Background: an optimization exercise with open tools, aiming at small area. Do not read the settings as production practice.
Function was checked by simulation only, so behaviour that the tests miss may differ from the original.
No driver is modelled on the clock port, so clocking that relies on it looks cheaper here than on a real chip.
Power figures rest on the tool's default switching activity, not on a simulated workload.

## design/flow/design.v

```verilog
package ths_pkg;
  localparam int DEPTH_DEF = 16;
  localparam int EW        = 24;   
  typedef enum logic [1:0] {
    KIND_ACCEPT = 2'd0,
    KIND_REJECT = 2'd1,
    KIND_FIRE   = 2'd2
  } kind_t;
endpackage
module ths_cmp
(
  input  logic [7:0] a,
  input  logic [7:0] b,
  output logic       lt
);
  assign lt = a < b;
endmodule
module ths_heap_ram
#(
  parameter int DEPTH = ths_pkg::DEPTH_DEF,
  parameter int W     = ths_pkg::EW
) (
  input  logic         clk,
  input  logic [W-1:0] wdata,
  output logic [W-1:0] head
);
  logic [DEPTH*W-1:0] ring_r;
  always_ff @(posedge clk) begin
    ring_r <= {wdata, ring_r[DEPTH*W-1:W]};
  end
  assign head = ring_r[W-1:0];
endmodule
module timer_heap_scheduler_core
#(
  parameter int DEPTH = ths_pkg::DEPTH_DEF
) (
  input  logic        clk,
  input  logic        rst_n,
  input  logic        start,
  output logic        busy,
  input  logic        in_operation,
  input  logic [15:0] in_delay,
  input  logic [7:0]  in_timer_id,
  output logic        out_valid,
  output logic [1:0]  out_kind,
  output logic [7:0]  out_fired_id,
  output logic [31:0] out_at_time,
  output logic        out_last
);
  localparam int PW = (DEPTH > 1) ? $clog2(DEPTH) : 1;
  logic          busy_r;      
  logic          op_r;        
  logic          dpass_r;     
  logic          f2_r;        
  logic          found_r;     
  logic          more_r;      
  logic          clr_r;       
  logic [PW-1:0] pcnt_r;      
  logic [7:0]    idr_r;       
  logic [15:0]   dreg_r;      
  logic [31:0]   t_r;         
  logic          ov_r;
  logic          dz;          
  logic [23:0]   head, wdata;
  logic [15:0]   hrel;
  logic [7:0]    hid;
  logic          hfree, hdue, id_lt;
  logic          take_req, ins, take, dec, pass_end;
  logic          found_nxt, more_nxt;
  logic [15:0]   wrel;
  logic [7:0]    wid;
  logic [31:0]   t_inc;
  logic [15:0]   hrel_dec;
  logic [PW-1:0] pcnt_inc;
  always_comb begin
    logic c;
    c = take_req && in_operation;
    for (int i = 0; i < 32; i++) begin
      t_inc[i] = t_r[i] ^ c;
      c        = c & t_r[i];
    end
    c = dec && (hrel != 16'd0);
    for (int i = 0; i < 16; i++) begin
      hrel_dec[i] = hrel[i] ^ c;
      c           = c & ~hrel[i];
    end
    c = 1'b1;
    for (int i = 0; i < PW; i++) begin
      pcnt_inc[i] = pcnt_r[i] ^ c;
      c           = c & pcnt_r[i];
    end
  end
  ths_heap_ram #(.DEPTH(DEPTH)) u_ram (
    .clk   (clk),
    .wdata (wdata),
    .head  (head)
  );
  ths_cmp u_cmp (
    .a  (hid),
    .b  (idr_r),
    .lt (id_lt)
  );
  assign hrel  = head[23:8];
  assign hid   = head[7:0];
  assign hfree = clr_r || (hrel == 16'd0);
  assign hdue  = !clr_r && (hrel == 16'd1);
  assign take_req = rst_n && start && !busy_r;
  assign ins      = busy_r && !op_r && !found_r && hfree;
  assign take     = busy_r && op_r && !dpass_r && hdue && (!found_r || id_lt);
  assign dec      = busy_r && op_r && dpass_r;
  assign pass_end = busy_r && !f2_r && (pcnt_r == PW'(DEPTH - 1));
  assign found_nxt = found_r || ins || take;
  assign more_nxt  = more_r || (busy_r && op_r && !dpass_r && hdue && found_r);
  always_comb begin
    wrel = hrel_dec;
    if (clr_r || (take && !found_r)) begin
      wrel = 16'd0;
    end
    if (ins) begin
      wrel = dreg_r;
    end
  end
  assign wid = (ins || take) ? idr_r : hid;
  assign wdata = {wrel, wid};
  always_ff @(posedge clk) begin
    if (!rst_n) begin
      busy_r <= 1'b0;
      clr_r  <= 1'b1;
      t_r    <= 32'd0;
      ov_r   <= 1'b0;
      f2_r   <= 1'b0;
    end else begin
      ov_r <= 1'b0;
      t_r  <= t_inc;
      if (take_req) begin
        busy_r <= 1'b1;
      end
      if (pass_end) begin
        clr_r <= 1'b0;
        if (!op_r) begin
          ov_r <= 1'b1;
          f2_r <= found_nxt && dz;
          if (!(found_nxt && dz)) begin
            busy_r <= 1'b0;
          end
        end else if (!dpass_r) begin
          ov_r <= found_nxt;
        end else begin
          busy_r <= 1'b0;
        end
      end
      if (f2_r) begin
        ov_r   <= 1'b1;
        busy_r <= 1'b0;
        f2_r   <= 1'b0;
      end
    end
  end
  always_ff @(posedge clk) begin
    pcnt_r  <= pcnt_inc;
    found_r <= found_nxt;
    more_r  <= more_nxt;
    if (take) begin
      idr_r <= hid;
    end
    if (pass_end && op_r) begin
      found_r <= 1'b0;
      more_r  <= 1'b0;
      if (!more_nxt) begin
        dpass_r <= 1'b1;
      end
    end
    if (take_req) begin
      op_r    <= in_operation;
      pcnt_r  <= '0;
      found_r <= 1'b0;
      more_r  <= 1'b0;
      dpass_r <= 1'b0;
      if (!in_operation) begin
        idr_r  <= in_timer_id;
        dreg_r <= in_delay;
      end
    end
  end
  assign busy         = busy_r;
  assign out_valid    = ov_r;
  assign dz = (dreg_r == 16'd0);
  assign out_kind     = (op_r || (found_r && dz && !f2_r)) ? 2'(ths_pkg::KIND_FIRE) :
                        found_r ? 2'(ths_pkg::KIND_ACCEPT) : 2'(ths_pkg::KIND_REJECT);
  assign out_fired_id = idr_r;
  assign out_at_time  = t_r;
  assign out_last     = op_r ? dpass_r : !f2_r;
endmodule
```

## design/flow/flow/run.sh

```bash
#!/bin/bash
# Layout flow: the standard ORFS flow with two changes that leave the design and the
# measurement alone:
#  - synthesis is the standard flow's own script (synth_recipe.tcl) with ABC's combinational mapping
#    done by an area-oriented script (flow/area.abc) instead of ORFS's speed script;
#    registers, their names and cell types come out as in the standard synthesis;
#    ORFS's half-adder extraction is skipped (ADDER_MAP_FILE empty) so that ABC maps the
#    counters together with their enable and reset logic;
#  - the port buffers are the smallest buffer cell (sky130_fd_sc_hd__buf_1); every input
#    and output port still gets its own buffer.
#  - clock tree synthesis adds no dummy loads (-dont_use_dummy_load); otherwise the same
#    clock_tree_synthesis arguments ORFS builds from CTS_CLUSTER_SIZE/DIAMETER.
# Full tool output: flow_standard.log (and ORFS's per-step logs under orfs/logs).
set -euo pipefail
W=$PWD
ABC_SCRIPT=$W/flow/area.abc
cat > $W/area_synth.tcl <<EOT
proc synth {args} { yosys synth -nofsm -noshare {*}\$args }
proc abc {args} {
  set i [lsearch -exact \$args -script]
  if { \$i >= 0 } { lset args [expr {\$i + 1}] $ABC_SCRIPT }
  yosys abc {*}\$args
}
source \$::env(SCRIPTS_DIR)/synth.tcl
# left out here: clear keep_hierarchy, flatten, clean up
yosys rename -hide {w:*\$func\$*}
write_verilog -noattr -nohex -nodec \$::env(RESULTS_DIR)/1_2_yosys.v
EOT
bash standard.sh SYNTH_SCRIPT=$W/area_synth.tcl ADDER_MAP_FILE= \
  "BUFFER_PORTS_ARGS=-buffer_cell sky130_fd_sc_hd__buf_1" \
  "CTS_ARGS=-sink_clustering_enable -repair_clock_nets -sink_clustering_size 36 -sink_clustering_max_diameter 80 -dont_use_dummy_load -buf_list {sky130_fd_sc_hd__clkbuf_8 sky130_fd_sc_hd__clkbuf_16} -root_buf sky130_fd_sc_hd__clkbuf_8 -tree_buf sky130_fd_sc_hd__clkbuf_8 -sink_clustering_buffer sky130_fd_sc_hd__clkbuf_16" \
  finish > flow_standard.log 2>&1
```

## design/flow/flow/area.abc

```
strash
&get -n
&fraig -x
&put
scorr
dc2
strash
&get -n
&dch -f
&nf -R 1000
&put
strash
&get -n
&dch -f
&nf -R 1000
&put
```

## design/flow/standard.sh

```bash
#!/bin/bash
# synth_recipe.tcl (not shown) runs the flow's synth.tcl, then flattens the netlist and writes it again
# the make line also repeats each setting of config.mk as NAME=value (left out here)
make -C /OpenROAD-flow-scripts/flow DESIGN_CONFIG=/design/flow/config.mk WORK_HOME=/design/flow/orfs CLKGATE_MAP_FILE= SYNTH_SCRIPT=/design/flow/synth_recipe.tcl "${@:-finish}"
```

## design/flow/config.mk

```make
export PLATFORM = sky130hd
export DESIGN_NAME = timer_heap_scheduler_core
export DESIGN_NICKNAME = timer_heap_scheduler_core
export VERILOG_FILES = /design/flow/design.v
export SDC_FILE = /design/flow/constraint.sdc
export NUM_CORES = 4
export LEC_CHECK = 0
export CAP_MARGIN = 20
export CORE_MARGIN = 2
export CORE_UTILIZATION = 65
export CTS_CLUSTER_DIAMETER = 80
export CTS_CLUSTER_SIZE = 36
export PLACE_DENSITY = 0.8
export SLEW_MARGIN = 20
```

## design/flow/constraint.sdc

```tcl
create_clock -name core_clock -period 9.0 [get_ports {clk}]
set_input_delay 1.8000 -clock core_clock [delete_from_list [all_inputs] [get_ports {clk}]]
set_output_delay 1.8000 -clock core_clock [all_outputs]
set_load 0.01 [all_outputs]
```

==> metrics.md, run 1 <==
| Metric | Value |
|---|---|
| WL final | `between 15 and 20 mm` |
| CTS clk-pin slew, worst paths | `0.12 ns` |
| Seq pwr share | `71.5%` |
| Tightest Pin Transition | `0.835 ns` |
| Final net count | `835` |
| Synth Net Count | `742` |
| CP max-delay cell | `nor2_1` |
| Synth area leaders | `dfxtp_1, edfxtp_1, o21ai_0, a21oi_1, nand2_1` |
| Top-count cell post-synth | `dfxtp_1` |
| Ant. Diodes | `0` |
| Max FO, Critical Path | `36` |
| Sw frac | `20.1%` |
| LEAKAGE | `between 4 and 5 nW` |
| Initial core utilization | `66.8%` |
| Cell internal pwr | `2.51 mW` |
| Share of the synthesized area in the top cell type | `81.7%` |
| Type of the worst min-delay path | `flop to flop` |
| First-pass GRT wire length | `25.4 mm` |
| Setup Viol. Count Final | `0` |
| Cell Area, Synth | `~11000 um2` |
| Period utilization | `83.5%` |
| Post-CTS setup buffer count | `0` |
| Setup Skew | `0.0529 ns` |
| Power after layout | `3.14 mW` |
| Post_cts resized | `0` |
| Die Area | `about 17000 um2` |
| Vias in the first global route | `5110` |
| CTS tree | `built` |
| Crit Path Class | `input port to flop` |
| Mean post-synth cell area | `roughly 15 um2` |
| Core box area | `15900 um2` |
| Antenna Nets Post-Route | `0` |
| Share of layout cells above drive strength 1 | `2.48%` |
| Fin crit period | `7.51 ns` |
| # hold bufs at CTS | `0` |
| Fillers | `around 1000` |
| Crit. End Element | `flop` |
| Final HPWL DP | `around 10 mm` |
| FFs w/ async S/R, synth | `0%` |
| Vias per cell | `5.00` |
| Grt ovf | `0` |
| Peak VDD IR | `0.000235 V` |
| DR pass1 iterations | `5` |
| Post-synth EDFFs | `17` |
| Port Buffer Count | `just over 70` |
| Pin count of the biggest net entering global routing | `37` |
| All-Layer GR Usage | `18.3%` |
| Post-synth cell types | `34` |
| Design Area, Final | `11600 um2` |
| Routed len/inst | `15.3 um` |
| Initial antenna violation count | `1` |
| Row cnt | `between 40 and 50` |
| Status | `timing/DRC/antenna clean` |
| Yosys reg bits | `452` |
| Logic pwr share | `2.7%` |
| DP Area | `11200 um2` |
| CP required | `about 9.5 ns` |
| Synth cell count leaders | `dfxtp_1, o21ai_0, nand2_1` |
| Setup TNS | `0 ns` |
| Top_reg_cell synth | `dfxtp_1` |
| Fmax achieved | `133 MHz` |
| IO Pins | `73` |
| Most used cell, CP | `and3_1` |
| Clk latency of the worst-skew pair | `around 0.57 ns` |
| Fin. Hold Viols | `0` |
| Drt initial violations | `260` |
| CP Data Arrival Time | `8.01 ns` |
| Die Wd | `132 um` |
| Hold_ws | `0.291 ns` |
| Drt drc | `0` |
| Psw | `631 uW` |
| Worst stage delay on the critical path | `0.47 ns` |
| Max-slew violation count | `0` |
| Max-Cap Viols | `0` |
| Die height | `132 um` |
| Synth area leader | `dfxtp_1` |
| Routability cong. | `0.817` |
| Detailed-route via count | `about 5100` |
| Syn. warnings | `2` |
| Clock Power Share | `roughly 26%` |
| CTS buffer count | `16` |
| Slew HR | `44.3%` |
| Power per cell area | `271 nW/um2` |
| Synth Instances | `714` |
| Final core occ | `72.7%` |
| # clock sinks | `452` |
| RSZ-0062 raised after global routing | `false` |
| CP Launch Type | `input port` |
| Sequential share of the synthesized area | `86.5%` |
| Area Overhead vs Synth | `8.77%` |
## worst max-delay path, delay by kind of cell
family                 cells  cell delay (ns)
AND/OR/NAND/NOR           23             5.61
buffers and inverters      2             0.35
AO/OA/AOI/OAI              2             0.20
## path summary, 6_finish.rpt
path	start	end	slack, ns	cells after the start
worst max register to register	busy_r$_SDFF_PP0_	t_r[31]$_SDFF_PN0_	2.78	24
worst max-delay path	rst_n	t_r[31]$_SDFF_PN0_	1.49	27
worst min register to register	u_ram.ring_r[291]$_DFF_P_	u_ram.ring_r[267]$_DFF_P_	0.29	0
worst min-delay path	u_ram.ring_r[291]$_DFF_P_	u_ram.ring_r[267]$_DFF_P_	0.29	0
## power by group through the flow
stage          clock network (mW)  logic [mW]  registers (mW)
3_5_place_dp                    0      0.0839            2.29
3_3_place_gp                    0      0.0794            2.28
4_1_cts                     0.828      0.0857            2.25
6_report                    0.812      0.0845            2.25
5_1_grt                     0.891      0.0946            2.27
2_1_floorplan                   0      0.0484            2.27
## per-stage QoR
| stage | setup slack, ns | instances |
|---|---|---|
| floorplan | 2.36 | 714 |
| global placement | 1.65 | 1005 |
| detailed placement | 1.09 | 1005 |
| CTS | 1.65 | 1021 |
| global route | 0.855 | 1021 |
| finish | 1.49 | 1021 |
## registers in the layout (all words and copies together) (netlist names)
register,cells
busy_r,1
clr_r,1
dpass_r,1
dreg_r,16
f2_r,1
found_r,1
idr_r,8
more_r,1
op_r,1
ov_r,1
pcnt_r,4
t_r,32
u_ram.ring_r,384
## logic make-up (layout without fill, tap and decap cells)
family,after synthesis,after routing,synth area share (%)
AOI/OAI and AO/OA,106,106,5.40
xor gates and xnor gates,10,10,0.822
and+or+nand+nor,125,125,5.86
adders and majority gates,4,4,0.376
muxes,7,7,0.669
DFF,452,452,86.5
buffers and inverters,10,101,0.352
## routing by layer
| metal | part of all wire, % | track usage [%] | wire length [um] |
|---|---|---|---|
| met4 | 2.7 | 5.92 | 422 |
| met1 | 46 | 24.4 | 7230 |
| met3 | 4.5 | 3.77 | 700 |
| met5 | 0.083 | 0 | 13 |
| met2 | 47 | 30.2 | 7300 |
## cell usage in the layout (no fill, tap or decap), types with 2 or more instances in the layout
master and count:
buf_1 72, nor4_1 6, and3_1 13, a21o_1 4, maj3_1 4, nor3_1 6, o21ai_0 59, clkbuf_8 3
clkbuf_16 13, nand3_1 4, xor2_1 6, nor2_1 26, nand2_1 38, and2_0 11, buf_4 3, dfxtp_1 435
mux2i_1 6, a31oi_1 3, clkinv_1 10, or4_1 2, a21oi_1 30, edfxtp_1 17, nor3b_1 11, o21a_1 2
or3_1 3, nor2b_1 2, xnor2_1 4
## area by class of cell
type	count	area [um2]	share of cell area (%)
inverter	10	37.5	0.324
multi-input combinational	252	1400	12.1
timing repair buffer	75	293	2.53
sequential	452	9220	79.5
clock buffer	16	367	3.16
tap	216	270	2.33
==> run 2, diff against run 1 <==
--- a/design/flow/flow/run.sh
+++ b/design/flow/flow/run.sh
@@ -28,5 +28,5 @@
 EOT
 bash standard.sh SYNTH_SCRIPT=$W/area_synth.tcl ADDER_MAP_FILE= \
   "BUFFER_PORTS_ARGS=-buffer_cell sky130_fd_sc_hd__buf_1" \
-  "CTS_ARGS=-sink_clustering_enable -repair_clock_nets -sink_clustering_size 36 -sink_clustering_max_diameter 80 -dont_use_dummy_load -buf_list {sky130_fd_sc_hd__clkbuf_8 sky130_fd_sc_hd__clkbuf_16} -root_buf sky130_fd_sc_hd__clkbuf_8 -tree_buf sky130_fd_sc_hd__clkbuf_8 -sink_clustering_buffer sky130_fd_sc_hd__clkbuf_16" \
+  "CTS_ARGS=-sink_clustering_enable -repair_clock_nets -sink_clustering_size 36 -sink_clustering_max_diameter 80 -dont_use_dummy_load -buf_list {sky130_fd_sc_hd__clkbuf_4 sky130_fd_sc_hd__clkbuf_16} -root_buf sky130_fd_sc_hd__clkbuf_4 -tree_buf sky130_fd_sc_hd__clkbuf_4 -sink_clustering_buffer sky130_fd_sc_hd__clkbuf_16" \
   finish > flow_standard.log 2>&1
==> metrics.md, run 2 <==
| Metric | Value |
|---|---|
| Status | `timing/DRC/antenna clean` |
| Area Overhead vs Synth | `8.62%` |
| Post-synth cell types | `34 (unchanged)` |
| Worst stage delay on the critical path | `0.47 ns (about the same)` |
| Mean post-synth cell area | `14.9 um2 (unchanged)` |
| CP Data Arrival Time | `8.00 ns (about the same)` |
| # clock sinks | `452 (unchanged)` |
| Top reg by flops | `u_ram.ring_r` |
| CP Launch Type | `input port` |
| Share of the synthesized area in the top cell type | `81.7% (unchanged)` |
| Crit. End Element | `flop` |
| Routability cong. | `0.817 (unchanged)` |
| All-Layer GR Usage | `18.0% (-0.27 points)` |
| Final core occ | `72.6% (-0.10 points)` |
| Type of the worst min-delay path | `flop to flop` |
| Grt ovf | `0 (unchanged)` |
| Period utilization | `82.1% (-1.3 points)` |
| Synth cell count leaders | `dfxtp_1, o21ai_0, nand2_1` |
| # hold bufs at CTS | `0 (unchanged)` |
| Detailed-route via count | `5094 (-0.18%)` |
| CP required | `9.60 ns (+0.10 ns)` |
| CTS buffer count | `16 (unchanged)` |
| Synth area leader | `dfxtp_1` |
| Setup TNS | `0 ns (unchanged)` |
| Die Area | `17400 um2 (unchanged)` |
| Grt met2 use | `29.6% (-0.58 points)` |
| Power per cell area | `270 nW/um2 (-0.56%)` |
| Die Wd | `132 um (unchanged)` |
| FFs w/ async S/R, synth | `0% (unchanged)` |
| CTS tree | `built` |
| CTS clk-pin slew, worst paths | `0.12 ns (about the same)` |
| Buf/Inv on CP | `2 (unchanged)` |
| Port Buffer Count | `72 (unchanged)` |
| Vias in the first global route | `5114 (+0.078%)` |
| Final HPWL DP | `10.0 mm (unchanged)` |
| Synth Instances | `714 (unchanged)` |
| Power after layout | `3.12 mW (-0.70%)` |
| Row cnt | `46 (unchanged)` |
| Post_cts resized | `0 (unchanged)` |
| Synth area leaders | `dfxtp_1, edfxtp_1, o21ai_0, a21oi_1, nand2_1` |
| Vias per cell | `4.98 (-0.27%)` |
| Slew HR | `43.9% (-0.44 points)` |
| Crit Path Class | `input port to flop` |
| Clk latency of the worst-skew pair | `0.70 ns (+0.13 ns)` |
| Fin crit period | `7.39 ns (-0.119 ns)` |
| Met1 usage | `24.1% (-0.35 points)` |
| Yosys reg bits | `452 (unchanged)` |
| Drt initial violations | `282 (+8.5%)` |
| Setup Skew | `0.0784 ns (+0.0254 ns)` |
| IO Pins | `73 (unchanged)` |
| Post-synth EDFFs | `17 (unchanged)` |
| Biggest regs | `u_ram.ring_r (384), t_r (32), dreg_r (16)` |
| Max-Cap Viols | `0 (unchanged)` |
| Share of layout cells above drive strength 1 | `2.48% (unchanged)` |
| Fmax achieved | `135 MHz (+1.6%)` |
| Initial antenna violation count | `2 (+1)` |
| Most frequent cells in the layout | `dfxtp_1, buf_1, o21ai_0` |
| CP max-delay cell | `nor2_1` |
| Fin. Hold Viols | `0 (unchanged)` |
| Routed len/inst | `15.2 um (-1.1%)` |
| Syn. warnings | `2 (unchanged)` |
| Tightest Pin Transition | `0.842 ns (+0.00652 ns)` |
| Met3 Track Usage GR | `3.61% (-0.15 points)` |
| Top-count cell post-synth | `dfxtp_1` |
| Worst path top cell family by delay | `simple AND/OR/NAND/NOR gates` |
| Max reg flops | `384 (unchanged)` |
| Drt drc | `0 (unchanged)` |
| Sequential share of the synthesized area | `86.5% (unchanged)` |
| Top Usage Layer GRT | `met2` |
| Top_reg_cell synth | `dfxtp_1` |
| Max-slew violation count | `0 (unchanged)` |
| Die height | `132 um (unchanged)` |
| Max FO, Critical Path | `36 (unchanged)` |
| Antenna Nets Post-Route | `0 (unchanged)` |
| WL final | `15.5 mm (-0.98%)` |
| Commonest non-fill, non-tap cell in the layout | `dfxtp_1` |
| Core box area | `15900 um2 (unchanged)` |
| DR pass1 iterations | `5 (unchanged)` |
| Synth Net Count | `742 (unchanged)` |
| Most used cell, CP | `and3_1` |
| Initial core utilization | `66.8% (unchanged)` |
| First-pass GRT wire length | `25.1 mm (-1.1%)` |
| Cell Area, Synth | `10700 um2 (unchanged)` |
| Pin count of the biggest net entering global routing | `37 (unchanged)` |
| LEAKAGE | `4.48 nW (-0.17%)` |
| RSZ-0062 raised after global routing | `false` |
| Peak VDD IR | `0.000235 V (-0.28%)` |
| Post-CTS setup buffer count | `0 (unchanged)` |
| Setup Viol. Count Final | `0 (unchanged)` |
| Final net count | `835 (unchanged)` |
run 2: cell counts after synthesis:
No cell type changed its count.
run 2: per-layer routing:
layer / routed length, um / up-vias
met5: 13 / -
met4: 391 / 2
met3: 756 / 39
met2: 7170 / 118
met1: 7190 / 2400
li1: - / 2535
run 2: cells by family (layout without fill, tap and decap cells):
kind of cell    Yosys count  count (layout)  share of synthesized area [%]
compound gates          106             106                           5.40
xor+xnor                 10              10                          0.822
fa+ha+maj                 4               4                          0.376
buf+inv                  10             101                          0.352
flops                   452             452                           86.5
mux                       7               7                          0.669
other cells               0               1                              0
simple gates            125             125                           5.86
run 2: cell type report:
| type | instances | area (um2) |
|---|---|---|
| Multi-Input combinational cell | 252 | 1400 |
| Clock buffer | 16 | 348 |
| Timing Repair Buffer | 75 | 293 |
| Sequential cell | 452 | 9220 |
| Antenna cell | 1 | 2.50 |
| Fill cell | 1034 | 4370 |
| Inverter | 10 | 37.5 |
| Tap cell | 216 | 270 |
run 2: power by group:
part,switching [mW],internal [mW]
Clock,0.515,0.275
Sequential,0.0631,2.18
Combinational,0.0499,0.0340
run 2: final timing paths:
path / end / slack, ns / from / cells past startpoint
max reg2reg: t_r[31]$_SDFF_PN0_ / 2.79 / busy_r$_SDFF_PP0_ / 24
min: u_ram.ring_r[267]$_DFF_P_ / 0.29 / u_ram.ring_r[291]$_DFF_P_ / 0
min reg2reg: u_ram.ring_r[267]$_DFF_P_ / 0.29 / u_ram.ring_r[291]$_DFF_P_ / 0
max: t_r[31]$_SDFF_PN0_ / 1.61 / rst_n / 27
run 2: stage by stage:
stage | cells | instance area (um2) | hold WS, ns | worst slack (ns)
final | 1022 | 11600 | 0.292 | 1.61
after global routing | 1022 | 11600 | 0.296 | 0.983
after detailed placement | 1005 | 11200 | 0.312 | 1.09
after floorplan | 714 | 10700 | 0.310 | 2.36
after global placement | 1005 | 11200 | 0.310 | 1.65
after CTS | 1021 | 11600 | 0.292 | 1.77
==> run 3, diff against run 2 <==
--- a/design/flow/flow/run.sh
+++ b/design/flow/flow/run.sh
@@ -1,6 +1,6 @@
 #!/bin/bash
-# Layout flow: the standard ORFS flow with two changes that leave the design and the
-# measurement alone:
+# Layout flow: the standard ORFS flow with these changes, which leave the design and
+# the measurement alone:
 #  - synthesis is the standard flow's own script (synth_recipe.tcl) with ABC's combinational mapping
 #    done by an area-oriented script (flow/area.abc) instead of ORFS's speed script;
 #    registers, their names and cell types come out as in the standard synthesis;
@@ -8,8 +8,11 @@
 #    counters together with their enable and reset logic;
 #  - the port buffers are the smallest buffer cell (sky130_fd_sc_hd__buf_1); every input
 #    and output port still gets its own buffer.
-#  - clock tree synthesis adds no dummy loads (-dont_use_dummy_load); otherwise the same
-#    clock_tree_synthesis arguments ORFS builds from CTS_CLUSTER_SIZE/DIAMETER.
+#  - clock tree synthesis: the sink clusters (36 flip-flops, 80 um) are driven by
+#    clkbuf_16 and the root and branch buffers above them are clkbuf_4 (they only drive a few
+#    clkbuf_16 inputs); no dummy loads (-dont_use_dummy_load). The tree is still built
+#    by TritonCTS with ORFS's other arguments; every flip-flop gets its clock from a
+#    clkbuf_16 leaf buffer.
 # Full tool output: flow_standard.log (and ORFS's per-step logs under orfs/logs).
 set -euo pipefail
 W=$PWD
==> design/flow/flow/area.abc (replaced) <==
strash
&get -n
&fraig -x
&put
scorr
dc2
strash
&get -n
&dch -f
&nf -R 1000 -p -F 8 -A 4 -a
&put
strash
&get -n
&dch -f
&nf -R 1000 -p -F 8 -A 4 -a
&put
==> metrics.md, run 3 <==
| Metric | Value |
|---|---|
| Routability cong. | `0.796 (-2.6%)` |
| Detailed-route via count | `4949 (-2.8%)` |
| Top reg by flops | `u_ram.ring_r` |
| Post_cts resized | `0 (unchanged)` |
| Hold_ws | `0.302 ns (+0.0102 ns)` |
| Biggest regs | `u_ram.ring_r (384), t_r (32), dreg_r (16)` |
| Sequential share of the synthesized area | `86.4% (-0.091 points)` |
| FFs w/ async S/R, synth | `0% (unchanged)` |
| Core box area | `15900 um2 (unchanged)` |
| Root Buffer | `clkbuf_4` |
| Routed len/inst | `14.4 um (-4.8%)` |
| Synth area leaders | `dfxtp_1, edfxtp_1, o21ai_0, a21oi_1, nand2_1` |
| Final HPWL DP | `9.28 mm (-7.5%)` |
| Fin crit period | `7.35 ns (-0.0460 ns)` |
| Post-synth EDFFs | `17 (unchanged)` |
| CP required | `9.61 ns (about the same)` |
| Max-slew violation count | `0 (unchanged)` |
| Initial core utilization | `66.9% (+0.071 points)` |
| Pre-CTS WS | `1.08 ns (-0.00593 ns)` |
| LEAKAGE | `4.56 nW (+1.8%)` |
| Area Overhead vs Synth | `8.66% (about the same)` |
| Drt drc | `0 (unchanged)` |
| Syn. warnings | `2 (unchanged)` |
| # hold bufs at CTS | `0 (unchanged)` |
| Worst Hold End | `u_ram.ring_r[182]$_DFF_P_` |
| Share of layout cells above drive strength 1 | `2.60% (+0.12 points)` |
| Vias in the first global route | `4987 (-2.5%)` |
| Hold_sp | `u_ram.ring_r[206]$_DFF_P_` |
| Synth cell count leaders | `dfxtp_1, o21ai_0, a21oi_1` |
| CTS tree | `built` |
| # clock sinks | `452 (unchanged)` |
| RR Endpoint | `t_r[31]$_SDFF_PN0_` |
| Share of the synthesized area in the top cell type | `81.6% (-0.086 points)` |
| Fin. Hold Viols | `0 (unchanged)` |
| Antenna Nets Post-Route | `0 (unchanged)` |
| Top-count cell post-synth | `dfxtp_1` |
| Clock buffer depth | `3` |
| Status | `timing/DRC/antenna clean` |
| Setup Viol. Count Final | `0 (unchanged)` |
| Slew HR | `35.1% (-8.8 points)` |
| Synth area leader | `dfxtp_1` |
| CTS buffer count | `16 (unchanged)` |
| All-Layer GR Usage | `17.2% (-0.76 points)` |
| Final core occ | `72.7% (+0.10 points)` |
| Period utilization | `81.6% (-0.51 points)` |
| Drt initial violations | `260 (-7.8%)` |
| Vias per cell | `4.84 (-2.9%)` |
| Reg2Reg Depth | `24 (unchanged)` |
| WL final | `14.8 mm (-4.7%)` |
| Type of the worst min-delay path | `flop to flop` |
| Final net count | `837 (+0.24%)` |
| Setup Skew | `0.0755 ns (-0.00290 ns)` |
| Yosys reg bits | `452 (unchanged)` |
| Fmax achieved | `136 MHz (+0.63%)` |
| Cell Area, Synth | `10700 um2 (+0.11%)` |
| Grt ovf | `0 (unchanged)` |
| Die height | `132 um (about the same)` |
| H-tree lvl count | `1` |
| Die Wd | `132 um (about the same)` |
| IO Pins | `73 (unchanged)` |
| Pin count of the biggest net entering global routing | `37 (unchanged)` |
| Post-CTS setup buffer count | `0 (unchanged)` |
| Initial antenna violation count | `0 (-2)` |
| Top_reg_cell synth | `dfxtp_1` |
| Final setup margin | `1.65 ns (+0.0460 ns)` |
| Setup TNS | `0 ns (unchanged)` |
| Mean post-synth cell area | `14.9 um2 (about the same)` |
| Max-Cap Viols | `0 (unchanged)` |
| Clk latency of the worst-skew pair | `0.68 ns (-0.02 ns)` |
| Synth Net Count | `743 (+0.13%)` |
| Crit. End Element | `flop` |
| Post-synth cell types | `37 (+8.8%)` |
| Max reg flops | `384 (unchanged)` |
| CP Launch Type | `input port` |
| Commonest non-fill, non-tap cell in the layout | `dfxtp_1` |
| CTS clk-pin slew, worst paths | `0.12 ns (about the same)` |
| Peak VDD IR | `0.000240 V (+2.4%)` |
| Crit Path Class | `input port to flop` |
| Row cnt | `46 (unchanged)` |
| Reg-to-reg slack, setup | `2.80 ns (about the same)` |
| Most frequent cells in the layout | `dfxtp_1, buf_1, o21ai_0` |
| Max FO, Critical Path | `36 (unchanged)` |
| First-pass GRT wire length | `24.4 mm (-2.7%)` |
| DR pass1 iterations | `6 (+1)` |
| Port Buffer Count | `72 (unchanged)` |
| Hold path cells | `0 (unchanged)` |
| Die Area | `17500 um2 (about the same)` |
| Power per cell area | `270 nW/um2 (about the same)` |
| Tightest Pin Transition | `0.969 ns (+0.127 ns)` |
| RSZ-0062 raised after global routing | `false` |
| R2r startpoint | `busy_r$_SDFF_PP0_` |
| CP Data Arrival Time | `7.96 ns (-0.04 ns)` |
| Ant. Diodes | `0 (-1)` |
| Synth Instances | `715 (+0.14%)` |
[run 3: logic make-up after synthesis]
logic type	count (synthesis)	share of synthesized area, %
compound gates	107	5.54
xor+xnor	8	0.657
fa+ha+maj	3	0.282
buf+inv	12	0.422
flops	452	86.4
mux	9	0.856
simple gates	124	5.82
[run 3: worst max-delay path, stage by stage]
cell and delay (ns):
buf_1 0.07, buf_4 0.27, nand2_1 0.15, nor2_1 0.49
nand3_1 0.19, nor2b_1 0.34, nand3_1 0.15, nor2b_1 0.28
and3_1 0.24, and2_0 0.26, and3_1 0.24, and2_0 0.23
and3_1 0.21, and2_0 0.23, and3_1 0.22, and2_0 0.23
and3_1 0.23, and2_0 0.25, and3_1 0.23, and2_0 0.25
and3_1 0.22, and2_0 0.23, and3_1 0.23, and2_0 0.24
and3_1 0.23, o21ai_0 0.08, a21oi_1 0.14
[run 3: power breakdown]
part | internal [mW] | switching, mW
clock | 0.276 | 0.517
sequential | 2.19 | 0.0627
combinational | 0.0367 | 0.0492
[run 3: cell type report]
class	instances	area, um2
fillers	1038	4350
multi-input cells	251	1410
flip-flops and latches	452	9220
inverters	12	45.0
repair buffers	76	300
clock buffers	16	348
well taps	216	270
[run 3: through the flow]
stage | power [mW] | cells | cell area, um2
detailed placement | 2.38 | 1007 | 11200
finish | 3.13 | 1023 | 11600
global route | 3.24 | 1023 | 11600
global placement | 2.37 | 1007 | 11200
floorplan | 2.32 | 715 | 10700
CTS | 3.14 | 1023 | 11600
[run 3: how the worst max path moves through the flow]
stage | startpoint | to | slack [ns] | cells past startpoint
global route | rst_n | t_r[31]$_SDFF_PN0_ | 0.90 | 27
global placement | rst_n | t_r[31]$_SDFF_PN0_ | 1.73 | 27
floorplan | rst_n | t_r[31]$_SDFF_PN0_ | 2.39 | 25
finish | rst_n | t_r[31]$_SDFF_PN0_ | 1.65 | 27
detailed placement | rst_n | t_r[31]$_SDFF_PN0_ | 1.08 | 27
CTS | rst_n | t_r[31]$_SDFF_PN0_ | 1.77 | 27
[run 3: layer usage]
metal	track usage [%]	vias up	wire length [um]
met1	24.7	2317	7340
met3	2.73	16	414
met2	28.2	73	6830
li1	-	2543	-
met4	3.68	0	196
met5	0	-	0
==> run 4, diff against run 3 <==
==> design/flow/flow/area.abc (replaced) <==
strash
&get -n
&fraig -x
&put
scorr
dc2
strash
&get -n
&dch -f
&nf -R 1000
&put
==> metrics.md, run 4 <==
| Metric | Value |
|---|---|
| Top_reg_cell synth | `dfxtp_1` |
| DP Area | `11200 um2 (about the same)` |
| # hold bufs at CTS | `0 (unchanged)` |
| Status | `timing/DRC/antenna clean` |
| Hold_ws | `0.289 ns (-0.0126 ns)` |
| Biggest regs | `u_ram.ring_r (384), t_r (32), dreg_r (16)` |
| Pre-CTS WS | `1.06 ns (-0.0259 ns)` |
| Core box area | `16000 um2 (+0.36%)` |
| WL final | `15.8 mm (+7.2%)` |
| Grt ovf | `0 (unchanged)` |
| Synth area leaders | `dfxtp_1, edfxtp_1, o21ai_0, a21oi_1, nand2_1` |
| Pin count of the biggest net entering global routing | `37 (unchanged)` |
| Routed len/inst | `15.4 um (+6.9%)` |
| IO Pins | `73 (unchanged)` |
| Clock buffer depth | `3 (unchanged)` |
| Tightest Pin Transition | `0.826 ns (-0.143 ns)` |
| First-pass GRT wire length | `25.6 mm (+4.8%)` |
| Commonest non-fill, non-tap cell in the layout | `dfxtp_1` |
| Slew HR | `44.6% (+9.6 points)` |
| Vias in the first global route | `5197 (+4.2%)` |
| Max reg flops | `384 (unchanged)` |
| Setup TNS | `0 ns (unchanged)` |
| Row cnt | `46 (unchanged)` |
| Post_cts resized | `0 (unchanged)` |
| Clk latency of the worst-skew pair | `0.70 ns (+0.02 ns)` |
| Mean post-synth cell area | `14.9 um2 (-0.38%)` |
| Share of layout cells above drive strength 1 | `2.35% (-0.25 points)` |
| CP Data Arrival Time | `7.97 ns (about the same)` |
| Seq pwr share | `71.8% (about the same)` |
| Share of the synthesized area in the top cell type | `81.5% (-0.14 points)` |
| DR pass1 iterations | `4 (-2)` |
| Root Buffer | `clkbuf_4` |
| Final core occ | `72.5% (-0.22 points)` |
| Top reg by flops | `u_ram.ring_r` |
| Period utilization | `81.9% (+0.23 points)` |
| Psw | `634 uW (+0.95%)` |
| Initial core utilization | `66.8% (-0.12 points)` |
| Setup Skew | `0.0801 ns (+0.00460 ns)` |
| Max-slew violation count | `0 (unchanged)` |
| LEAKAGE | `4.54 nW (-0.41%)` |
| Fmax achieved | `136 MHz (-0.28%)` |
| Max FO, Critical Path | `36 (unchanged)` |
| Routability cong. | `0.825 (+3.7%)` |
| CP Launch Type | `input port` |
| CTS clk-pin slew, worst paths | `0.12 ns (about the same)` |
| Power per cell area | `270 nW/um2 (about the same)` |
| Post-CTS setup buffer count | `0 (unchanged)` |
| Top-count cell post-synth | `dfxtp_1` |
| CTS buffer count | `16 (unchanged)` |
| Final net count | `839 (+0.24%)` |
| Die height | `132 um (about the same)` |
| Crit Path Class | `input port to flop` |
| Die Wd | `132 um (about the same)` |
| Synth Instances | `719 (+0.56%)` |
| Logic pwr share | `2.9% (+0.2 points)` |
| H-tree lvl count | `1 (unchanged)` |
| Detailed-route via count | `5174 (+4.5%)` |
| Setup Viol. Count Final | `0 (unchanged)` |
| Post-synth EDFFs | `17 (unchanged)` |
| Sequential share of the synthesized area | `86.3% (-0.15 points)` |
| Port Buffer Count | `72 (unchanged)` |
| Drt drc | `0 (unchanged)` |
| CP required | `9.60 ns (about the same)` |
| Area Overhead vs Synth | `8.52%` |
| Cell Area, Synth | `10700 um2 (+0.18%)` |
| Fin crit period | `7.37 ns (+0.0208 ns)` |
| Design Area, Final | `11600 um2 (about the same)` |
| Synth area leader | `dfxtp_1` |
| Drt initial violations | `310 (+19%)` |
| Synth Net Count | `747 (+0.54%)` |
| All-Layer GR Usage | `18.2% (+1.0 points)` |
| Sw frac | `20.3% (+0.18 points)` |
| # clock sinks | `452 (unchanged)` |
| Clock Power Share | `25.4% (about the same)` |
| Antenna Nets Post-Route | `0 (unchanged)` |
| Die Area | `17500 um2 (+0.17%)` |
| FFs w/ async S/R, synth | `0% (unchanged)` |
| Synth cell count leaders | `dfxtp_1, o21ai_0, nand2_1` |
| Final setup margin | `1.63 ns (-0.0208 ns)` |
| Yosys reg bits | `452 (unchanged)` |
| RSZ-0062 raised after global routing | `false` |
| Fin. Hold Viols | `0 (unchanged)` |
| Post-synth cell types | `34 (-8.1%)` |
| Cell internal pwr | `2.49 mW (-0.17%)` |
| Max-Cap Viols | `0 (unchanged)` |
| Vias per cell | `5.04 (+4.2%)` |
| CTS tree | `built` |
| Crit. End Element | `flop` |
| Final HPWL DP | `10.3 mm (+11%)` |
| Peak VDD IR | `0.000238 V (-1.0%)` |
| Initial antenna violation count | `1 (+1)` |
| Most frequent cells in the layout | `dfxtp_1, buf_1, o21ai_0` |
| Syn. warnings | `2 (unchanged)` |
| Type of the worst min-delay path | `flop to flop` |
[run 4: cell count changes in the layout (fill, tap and decap cells not counted), sizes merged, moves of 3 or more]
cell	before	now
nand3	5	2
and2	9	13
o21ai	49	54
or3	3	0
nand2	33	40
a21oi	39	31
[run 4: metal layers]
layer  vias up  part of all wire (%)  global-route usage, %
li1       2542                     -                      -
met1      2477                    46                   24.3
met2       115                    48                   31.0
met3        40                   3.5                   2.96
met4         0                   2.7                   5.79
met5         -                     0                      0
[run 4: logic make-up after synthesis]
| kind of cell | Yosys count | share of synthesized area [%] |
|---|---|---|
| adders and majority gates | 2 | 0.187 |
| muxes | 10 | 0.972 |
| buffers and inverters | 10 | 0.351 |
| xor gates and xnor gates | 9 | 0.738 |
| DFF | 452 | 86.3 |
| AOI/OAI and AO/OA | 102 | 5.22 |
| and+or+nand+nor | 134 | 6.25 |
[run 4: worst max-delay path, stage by stage]
cell,delay (ns)
buf_1,0.06
buf_4,0.27
nand2_1,0.16
nor2_1,0.45
and3_1,0.27
and2_0,0.25
and3_1,0.23
and2_0,0.25
and3_1,0.23
and2_0,0.23
and3_1,0.22
and2_0,0.24
and3_1,0.22
and2_0,0.24
and3_1,0.23
and2_0,0.26
and3_1,0.23
and2_0,0.25
and3_1,0.22
and2_0,0.24
and3_1,0.22
and2_0,0.24
and3_1,0.23
and2_0,0.27
and3_1,0.23
o21ai_0,0.08
a21oi_1,0.13
[run 4: through the flow]
stage / total power, mW / std cells
after floorplan: 2.32 / 719
after global placement: 2.36 / 1009
after detailed placement: 2.38 / 1009
after CTS: 3.14 / 1025
after global routing: 3.24 / 1026
final: 3.13 / 1026
[run 4: power groups by stage]
stage	Sequential [mW]	Clock (mW)	Combinational, mW
after global placement	2.28	0	0.0829
after floorplan	2.27	0	0.0523
after CTS	2.25	0.807	0.0899
final	2.25	0.793	0.0896
after global routing	2.26	0.876	0.100
after detailed placement	2.29	0	0.0888
[run 4: final timing paths]
| kind | to | start | cells past startpoint | slack [ns] |
|---|---|---|---|---|
| worst max register to register | t_r[31]$_SDFF_PN0_ | busy_r$_SDFF_PP0_ | 24 | 2.80 |
| worst max-delay path | t_r[31]$_SDFF_PN0_ | rst_n | 27 | 1.63 |
| worst min-delay path | u_ram.ring_r[76]$_DFF_P_ | u_ram.ring_r[100]$_DFF_P_ | 0 | 0.29 |
| worst min register to register | u_ram.ring_r[76]$_DFF_P_ | u_ram.ring_r[100]$_DFF_P_ | 0 | 0.29 |
[run 4: layout make-up]
class | count | area (um2)
multi-input cells | 257 | 1430
inverters | 10 | 37.5
repair buffers | 74 | 285
fillers | 1047 | 4400
clock buffers | 16 | 348
diodes | 1 | 2.50
flip-flops and latches | 452 | 9220
well taps | 216 | 270
==> run 5, diff against run 4 <==
==> design/flow/flow/area.abc (replaced) <==
strash
&get -n
&fraig -x
&put
scorr
dc2
strash
&get -n
&dch -f
&nf -R 1000
&put
strash
&get -n
&dch -f
&nf -R 1000
&put
==> metrics.md, run 5 <==
| Metric | Value |
|---|---|
| Sequential share of the synthesized area | `86.5% (+0.24 points)` |
| Type of the worst min-delay path | `flop to flop` |
| Setup Viol. Count Final | `0 (unchanged)` |
| Synth Net Count | `742 (-0.67%)` |
| Drt drc | `0 (unchanged)` |
| Area occupied by multi-input gates | `1400 um2 (-2.1%)` |
| Reg-to-reg slack, setup | `2.79 ns (about the same)` |
| Number of cells in the finished layout apart from fillers | `1022 (-0.39%)` |
| Initial antenna violation count | `2 (+1)` |
| CP Data Arrival Time | `8.00 ns (+0.03 ns)` |
| Hold_sp | `u_ram.ring_r[291]$_DFF_P_` |
| Final HPWL DP | `10.0 mm (-2.9%)` |
| Max reg flops | `384 (unchanged)` |
| Pin count of the biggest net entering global routing | `37 (unchanged)` |
| CP max-delay cell | `nor2_1` |
| First-pass GRT wire length | `25.1 mm (-1.9%)` |
| WL final | `15.5 mm (-2.1%)` |
| Die height | `132 um (-0.14%)` |
| Fin crit period | `7.39 ns (+0.0252 ns)` |
| Post_cts resized | `0 (unchanged)` |
| Hold path cells | `0 (unchanged)` |
| Grt ovf | `0 (unchanged)` |
| Routability cong. | `0.817 (-0.97%)` |
| # clock sinks | `452 (unchanged)` |
| Antenna Nets Post-Route | `0 (unchanged)` |
| LEAKAGE | `4.48 nW (-1.4%)` |
| Peak VDD IR | `0.000235 V (-1.4%)` |
| Biggest regs | `u_ram.ring_r (384), t_r (32), dreg_r (16)` |
| Max FO, Critical Path | `36 (unchanged)` |
| Vias per cell | `4.98 (-1.2%)` |
| Slew HR | `43.9% (-0.76 points)` |
| Mean post-synth cell area | `14.9 um2 (+0.42%)` |
| Status | `timing/DRC/antenna clean` |
| RSZ-0062 raised after global routing | `false` |
| FF+latch area | `9220 um2 (unchanged)` |
| Synth area leader | `dfxtp_1` |
| Worst Hold End | `u_ram.ring_r[267]$_DFF_P_` |
| Synth area leaders | `dfxtp_1, edfxtp_1, o21ai_0, a21oi_1, nand2_1` |
| Syn. warnings | `2 (unchanged)` |
| Synth Instances | `714 (-0.70%)` |
| Fin. Hold Viols | `0 (unchanged)` |
| DR pass1 iterations | `5 (+1)` |
| Fmax achieved | `135 MHz (-0.34%)` |
| Root Buffer | `clkbuf_4` |
| Most frequent cells in the layout | `dfxtp_1, buf_1, o21ai_0` |
| Max-Cap Viols | `0 (unchanged)` |
| Routed len/inst | `15.2 um (-1.7%)` |
| CTS clk-pin slew, worst paths | `0.12 ns (about the same)` |
| Die Area | `17400 um2 (-0.27%)` |
| Crit Path Class | `input port to flop` |
| CP Launch Type | `input port` |
| Hold_ws | `0.292 ns (+0.00241 ns)` |
| Clock buffer depth | `3 (unchanged)` |
| CTS tree | `built` |
| Share of layout cells above drive strength 1 | `2.48% (+0.14 points)` |
| Port Buffer Count | `72 (unchanged)` |
| Final net count | `835 (-0.48%)` |
| IO Pins | `73 (unchanged)` |
| R2r startpoint | `busy_r$_SDFF_PP0_` |
| Fillers | `1034 (-1.2%)` |
| Tightest Pin Transition | `0.842 ns (+0.0159 ns)` |
| Top_reg_cell synth | `dfxtp_1` |
| CP required | `9.60 ns (about the same)` |
| Setup TNS | `0 ns (unchanged)` |
| Yosys reg bits | `452 (unchanged)` |
| Post-synth cell types | `34 (unchanged)` |
| Crit. End Element | `flop` |
| Most used cell, CP | `and3_1` |
| Power per cell area | `270 nW/um2 (about the same)` |
| CTS buffer count | `16 (unchanged)` |
| FFs w/ async S/R, synth | `0% (unchanged)` |
| Synth cell count leaders | `dfxtp_1, o21ai_0, nand2_1` |
| Period utilization | `82.1% (+0.28 points)` |
| Top reg by flops | `u_ram.ring_r` |
| Detailed-route via count | `5094 (-1.5%)` |
| Buf/Inv on CP | `2 (unchanged)` |
| Worst stage delay on the critical path | `0.47 ns (+0.02 ns)` |
| Die Wd | `132 um (-0.14%)` |
| All-Layer GR Usage | `18.0% (-0.25 points)` |
| H-tree lvl count | `1 (unchanged)` |
| Core box area | `15900 um2 (-0.36%)` |
| Post-CTS setup buffer count | `0 (unchanged)` |
| Share of the synthesized area in the top cell type | `81.7% (+0.23 points)` |
| Setup Skew | `0.0784 ns (-0.00171 ns)` |
| Initial core utilization | `66.8% (about the same)` |
| Clk latency of the worst-skew pair | `0.70 ns (about the same)` |
| Commonest non-fill, non-tap cell in the layout | `dfxtp_1` |
| # hold bufs at CTS | `0 (unchanged)` |
| Cell Area, Synth | `10700 um2 (-0.28%)` |
| RR Endpoint | `t_r[31]$_SDFF_PN0_` |
| Drt initial violations | `282 (-9.0%)` |
| Reg2Reg Depth | `24 (unchanged)` |
| Area Overhead vs Synth | `8.62% (about the same)` |
| Top-count cell post-synth | `dfxtp_1` |
| Vias in the first global route | `5114 (-1.6%)` |
| Worst path top cell family by delay | `simple AND/OR/NAND/NOR gates` |
| Placed cells | `1005 (-0.40%)` |
| Post-synth EDFFs | `17 (unchanged)` |
| Row cnt | `46 (unchanged)` |
| Max-slew violation count | `0 (unchanged)` |
## run 5: cell types whose count changed in the layout (fill, tap and decap cells not counted), moves of 3 or more
cell      change
o21ai_0       +5
nand2b_1      -4
nor2_1        -4
or3_1         +3
## run 5: layer usage
metal	track usage, %	vias to the layer above	wire [um]
met3	3.61	39	756
met5	0	-	13
met4	6.22	2	391
met2	29.6	118	7170
li1	-	2535	-
met1	24.1	2400	7190
## run 5: stage by stage
| step | worst slack, ns | cell area (um2) | utilization [%] | total power [mW] |
|---|---|---|---|---|
| 2_1_floorplan | 2.36 | 10700 | - | 2.32 |
| 3_3_place_gp | 1.65 | 11200 | 70.4 | 2.36 |
| 3_5_place_dp | 1.09 | 11200 | 70.4 | 2.38 |
| 4_1_cts | 1.77 | 11600 | 72.6 | 3.14 |
| 5_1_grt | 0.983 | 11600 | 72.6 | 3.23 |
| 6_report | 1.61 | 11600 | 72.6 | 3.12 |
## run 5: worst max path at each step
stage / from / end / cells past startpoint
5_1_grt: rst_n / t_r[31]$_SDFF_PN0_ / 27
4_1_cts: rst_n / t_r[31]$_SDFF_PN0_ / 27
6_report: rst_n / t_r[31]$_SDFF_PN0_ / 27
3_5_place_dp: rst_n / t_r[31]$_SDFF_PN0_ / 27
3_3_place_gp: rst_n / t_r[31]$_SDFF_PN0_ / 27
2_1_floorplan: rst_n / t_r[31]$_SDFF_PN0_ / 25
## run 5: cell families (layout without fill, tap and decap cells)
logic type | Yosys count | after routing | synth area share [%]
DFF | 452 | 452 | 86.5
and+or+nand+nor | 125 | 125 | 5.86
AOI/OAI and AO/OA | 106 | 106 | 5.40
xor gates and xnor gates | 10 | 10 | 0.822
buffers and inverters | 10 | 101 | 0.352
muxes | 7 | 7 | 0.669
adders and majority gates | 4 | 4 | 0.376
other | 0 | 1 | 0
## run 5: cell type report
| cell class | count | area share, % |
|---|---|---|
| tap | 216 | 2.34 |
| clock buffer | 16 | 3.01 |
| multi-input combinational | 252 | 12.1 |
| inverter | 10 | 0.324 |
| antenna | 1 | 0.0216 |
| timing repair buffer | 75 | 2.53 |
| sequential | 452 | 79.7 |
## run 5: worst reg2reg max path, stage by stage (launching register included)
cell and delay (ns):
dfxtp_1 0.43, nor2_1 0.51, and3_1 0.27, and2_0 0.24
and3_1 0.22, and2_0 0.26, and3_1 0.23, and2_0 0.25
and3_1 0.23, and2_0 0.23, and3_1 0.23, and2_0 0.25
and3_1 0.22, and2_0 0.25, and3_1 0.23, and2_0 0.25
and3_1 0.23, and2_0 0.24, and3_1 0.22, and2_0 0.25
and3_1 0.23, and2_0 0.26, and3_1 0.23, o21ai_0 0.08
a21oi_1 0.12
## run 5: power by group
| part | internal [mW] | switching, mW | leakage (nW) |
|---|---|---|---|
| combinational | 0.0340 | 0.0499 | 0.586 |
| sequential | 2.18 | 0.0631 | 3.72 |
| clock | 0.275 | 0.515 | 0.174 |
| total | 2.49 | 0.628 | 4.48 |
==> run 6, diff against run 5 <==
--- a/design/flow/flow/run.sh
+++ b/design/flow/flow/run.sh
@@ -9,7 +9,7 @@
 #  - the port buffers are the smallest buffer cell (sky130_fd_sc_hd__buf_1); every input
 #    and output port still gets its own buffer.
 #  - clock tree synthesis: the sink clusters (36 flip-flops, 80 um) are driven by
-#    clkbuf_16 and the root and branch buffers above them are clkbuf_4 (they only drive a few
+#    clkbuf_16 and the root and branch buffers above them are clkbuf_8 (they only drive a few
 #    clkbuf_16 inputs); no dummy loads (-dont_use_dummy_load). The tree is still built
 #    by TritonCTS with ORFS's other arguments; every flip-flop gets its clock from a
 #    clkbuf_16 leaf buffer.
@@ -31,5 +31,5 @@
 EOT
 bash standard.sh SYNTH_SCRIPT=$W/area_synth.tcl ADDER_MAP_FILE= \
   "BUFFER_PORTS_ARGS=-buffer_cell sky130_fd_sc_hd__buf_1" \
-  "CTS_ARGS=-sink_clustering_enable -repair_clock_nets -sink_clustering_size 36 -sink_clustering_max_diameter 80 -dont_use_dummy_load -buf_list {sky130_fd_sc_hd__clkbuf_4 sky130_fd_sc_hd__clkbuf_16} -root_buf sky130_fd_sc_hd__clkbuf_4 -tree_buf sky130_fd_sc_hd__clkbuf_4 -sink_clustering_buffer sky130_fd_sc_hd__clkbuf_16" \
+  "CTS_ARGS=-sink_clustering_enable -repair_clock_nets -sink_clustering_size 36 -sink_clustering_max_diameter 80 -dont_use_dummy_load -buf_list {sky130_fd_sc_hd__clkbuf_8 sky130_fd_sc_hd__clkbuf_16} -root_buf sky130_fd_sc_hd__clkbuf_8 -tree_buf sky130_fd_sc_hd__clkbuf_8 -sink_clustering_buffer sky130_fd_sc_hd__clkbuf_16" \
   finish > flow_standard.log 2>&1
==> metrics.md, run 6 <==
| Metric | Value |
|---|---|
| LEAKAGE | `4.49 nW (+0.17%)` |
| Setup TNS | `0 ns (unchanged)` |
| Post_cts resized | `0 (unchanged)` |
| Reg-to-reg slack, setup | `2.78 ns (about the same)` |
| Buf/Inv on CP | `2 (unchanged)` |
| CP max-delay cell | `nor2_1` |
| Clock buffer depth | `3 (unchanged)` |
| Biggest regs | `u_ram.ring_r (384), t_r (32), dreg_r (16)` |
| Reg2Reg Depth | `24 (unchanged)` |
| Post-CTS setup buffer count | `0 (unchanged)` |
| Synth area leader | `dfxtp_1` |
| CP Data Arrival Time | `8.01 ns (about the same)` |
| First-pass GRT wire length | `25.4 mm (+1.1%)` |
| Synth Instances | `714 (unchanged)` |
| Max reg flops | `384 (unchanged)` |
| Slew HR | `44.3% (+0.44 points)` |
| RSZ-0062 raised after global routing | `false` |
| Commonest non-fill, non-tap cell in the layout | `dfxtp_1` |
| Drt initial violations | `260 (-7.8%)` |
| Hold_ws | `0.291 ns (-0.000270 ns)` |
| Setup Skew | `0.0529 ns (-0.0254 ns)` |
| RR Endpoint | `t_r[31]$_SDFF_PN0_` |
| Top_reg_cell synth | `dfxtp_1` |
| Crit. End Element | `flop` |
| CP required | `9.50 ns (-0.10 ns)` |
| Worst path top cell family by delay | `simple AND/OR/NAND/NOR gates` |
| Setup Viol. Count Final | `0 (unchanged)` |
| FFs w/ async S/R, synth | `0% (unchanged)` |
| Period utilization | `83.5% (+1.3 points)` |
| Worst stage delay on the critical path | `0.47 ns (about the same)` |
| Fin. Hold Viols | `0 (unchanged)` |
| DR pass1 iterations | `5 (unchanged)` |
| Post-synth EDFFs | `17 (unchanged)` |
| Fin crit period | `7.51 ns (+0.119 ns)` |
| Drt drc | `0 (unchanged)` |
| WL final | `15.7 mm (+0.99%)` |
| Most used cell, CP | `and3_1` |
| Fmax achieved | `133 MHz (-1.6%)` |
| Crit Path Class | `input port to flop` |
| Cell Area, Synth | `10700 um2 (unchanged)` |
| CP Launch Type | `input port` |
| CTS tree | `built` |
| CTS clk-pin slew, worst paths | `0.12 ns (about the same)` |
| Antenna Nets Post-Route | `0 (unchanged)` |
| Routability cong. | `0.817 (unchanged)` |
| Die height | `132 um (unchanged)` |
| Die Area | `17400 um2 (unchanged)` |
| Final net count | `835 (unchanged)` |
| H-tree lvl count | `1 (unchanged)` |
| DP Area | `11200 um2 (unchanged)` |
| Yosys reg bits | `452 (unchanged)` |
| Crit path capture | `t_r[31]$_SDFF_PN0_` |
| Initial antenna violation count | `1 (-1)` |
| Final core occ | `72.7% (+0.10 points)` |
| IO Pins | `73 (unchanged)` |
| Mean post-synth cell area | `14.9 um2 (unchanged)` |
| # clock sinks | `452 (unchanged)` |
| Initial core utilization | `66.8% (unchanged)` |
| Final HPWL DP | `10.0 mm (unchanged)` |
| Vias per cell | `5.00 (+0.27%)` |
| Die Wd | `132 um (unchanged)` |
| Pin count of the biggest net entering global routing | `37 (unchanged)` |
| Synth area leaders | `dfxtp_1, edfxtp_1, o21ai_0, a21oi_1, nand2_1` |
| Row cnt | `46 (unchanged)` |
| Final setup margin | `1.49 ns (-0.119 ns)` |
| Share of layout cells above drive strength 1 | `2.48% (unchanged)` |
| Root Buffer | `clkbuf_8` |
| CTS buffer count | `16 (unchanged)` |
| Crit path depth | `27 (unchanged)` |
| Max-Cap Viols | `0 (unchanged)` |
| Top-count cell post-synth | `dfxtp_1` |
| Core box area | `15900 um2 (unchanged)` |
| Vias in the first global route | `5110 (-0.078%)` |
| Post-synth cell types | `34 (unchanged)` |
| Detailed-route via count | `5103 (+0.18%)` |
| Ant. Diodes | `0 (-1)` |
| Port Buffer Count | `72 (unchanged)` |
| Design Area, Final | `11600 um2 (+0.14%)` |
| Synth Net Count | `742 (unchanged)` |
| Syn. warnings | `2 (unchanged)` |
| Grt ovf | `0 (unchanged)` |
| Clk latency of the worst-skew pair | `0.57 ns (-0.13 ns)` |
| Area Overhead vs Synth | `8.77%` |
| Hold path cells | `0 (unchanged)` |
| Peak VDD IR | `0.000235 V (+0.28%)` |
| Pre-CTS WS | `1.09 ns (unchanged)` |
| Status | `timing/DRC/antenna clean` |
| Share of the synthesized area in the top cell type | `81.7% (unchanged)` |
| Sequential share of the synthesized area | `86.5% (unchanged)` |
| Critical path launch point | `rst_n` |
| Most frequent cells in the layout | `dfxtp_1, buf_1, o21ai_0` |
| R2r startpoint | `busy_r$_SDFF_PP0_` |
| Power per cell area | `271 nW/um2 (+0.57%)` |
| Top reg by flops | `u_ram.ring_r` |
| Type of the worst min-delay path | `flop to flop` |
| Max-slew violation count | `0 (unchanged)` |
| All-Layer GR Usage | `18.3% (+0.27 points)` |
| Max FO, Critical Path | `36 (unchanged)` |
| # hold bufs at CTS | `0 (unchanged)` |
| Synth cell count leaders | `dfxtp_1, o21ai_0, nand2_1` |
| Routed len/inst | `15.3 um (+1.1%)` |
| Tightest Pin Transition | `0.835 ns (-0.00652 ns)` |
[run 6: kinds of logic after synthesis]
kind of cell / count (synthesis) / synth area share [%]
AOI/OAI and AO/OA: 106 / 5.40
xor gates and xnor gates: 10 / 0.822
adders and majority gates: 4 / 0.376
buffers and inverters: 10 / 0.352
DFF: 452 / 86.5
muxes: 7 / 0.669
and+or+nand+nor: 125 / 5.86
[run 6: power by group]
group | total [mW] | switching, mW | leakage [nW] | internal, mW
combinational | 0.0845 | 0.0505 | 0.586 | 0.0340
clock | 0.812 | 0.518 | 0.182 | 0.294
sequential | 2.25 | 0.0630 | 3.72 | 2.18
[run 6: worst register-to-register path, stage by stage, from the launching register on]
cell and delay, ns:
dfxtp_1 0.42, nor2_1 0.51, and3_1 0.27, and2_0 0.24, and3_1 0.22, and2_0 0.26
and3_1 0.23, and2_0 0.25, and3_1 0.23, and2_0 0.23, and3_1 0.23, and2_0 0.24
and3_1 0.22, and2_0 0.25, and3_1 0.23, and2_0 0.26, and3_1 0.23, and2_0 0.24
and3_1 0.22, and2_0 0.25, and3_1 0.23, and2_0 0.26, and3_1 0.23, o21ai_0 0.08
a21oi_1 0.12
[run 6: layout make-up]
| cell class | count | area, um2 |
|---|---|---|
| Sequential cell | 452 | 9220 |
| Multi-Input combinational cell | 252 | 1400 |
| Inverter | 10 | 37.5 |
| Tap cell | 216 | 270 |
| Fill cell | 1036 | 4350 |
| Timing Repair Buffer | 75 | 293 |
| Clock buffer | 16 | 367 |
[run 6: per-stage QoR]
stage               instances  power [mW]
detailed placement       1005        2.38
CTS                      1021        3.16
global route             1021        3.25
finish                   1021        3.14
floorplan                 714        2.32
global placement         1005        2.36
[run 6: per-layer routing]
metal / GRT usage, % / vias to the layer above / routed length (um) / share of wire, %
met5: 0 / - / 13 / 0.083
met4: 5.92 / 2 / 422 / 2.7
met3: 3.77 / 33 / 700 / 4.5
met2: 30.2 / 116 / 7300 / 47
met1: 24.4 / 2417 / 7230 / 46
li1: - / 2535 / - / -
[run 6: worst min path at each step]
stage                              start                   endpoint  slack, ns
6_report       u_ram.ring_r[291]$_DFF_P_  u_ram.ring_r[267]$_DFF_P_       0.29
5_1_grt        u_ram.ring_r[291]$_DFF_P_  u_ram.ring_r[267]$_DFF_P_       0.30
4_1_cts        u_ram.ring_r[291]$_DFF_P_  u_ram.ring_r[267]$_DFF_P_       0.29
3_5_place_dp    u_ram.ring_r[61]$_DFF_P_   u_ram.ring_r[37]$_DFF_P_       0.31
3_3_place_gp   u_ram.ring_r[270]$_DFF_P_  u_ram.ring_r[246]$_DFF_P_       0.31
2_1_floorplan   u_ram.ring_r[24]$_DFF_P_    u_ram.ring_r[0]$_DFF_P_       0.31

## afterwards: timing with drivers on the ports
Ports are ideal in the flow. The routed layouts listed here were re-timed in OpenROAD.
Step 1: set_driving_cell puts a clkbuf_16 on clk and a buf_2 on each other input, an assumption about the parent block.
Step 2 also shifts input and output timing later by t, the mid clock arrival at the registers, as if the neighbouring blocks saw the same clock.
Three values: no drivers, after step 1, after step 2; two values: the first two.
run	t (ns)	slack for setup (ns)	worst setup path after step 2	worst data-port slew with drivers (ns)
run 1	0.580	1.489 / 1.504 / 0.924	input to register	0.04
run 2	0.700	1.607 / 1.621 / 0.921	input to register	0.04
run 3	0.679	1.653 / 1.667 / 0.988	input to register	0.05
run 4	0.699	1.633 / 1.645 / 0.947	input to register	0.05
run 5	0.700	1.607 / 1.621 / 0.921	input to register	0.04
run 6	0.580	1.489 / 1.504 / 0.924	input to register	0.04
After both steps every run listed still meets setup and hold.
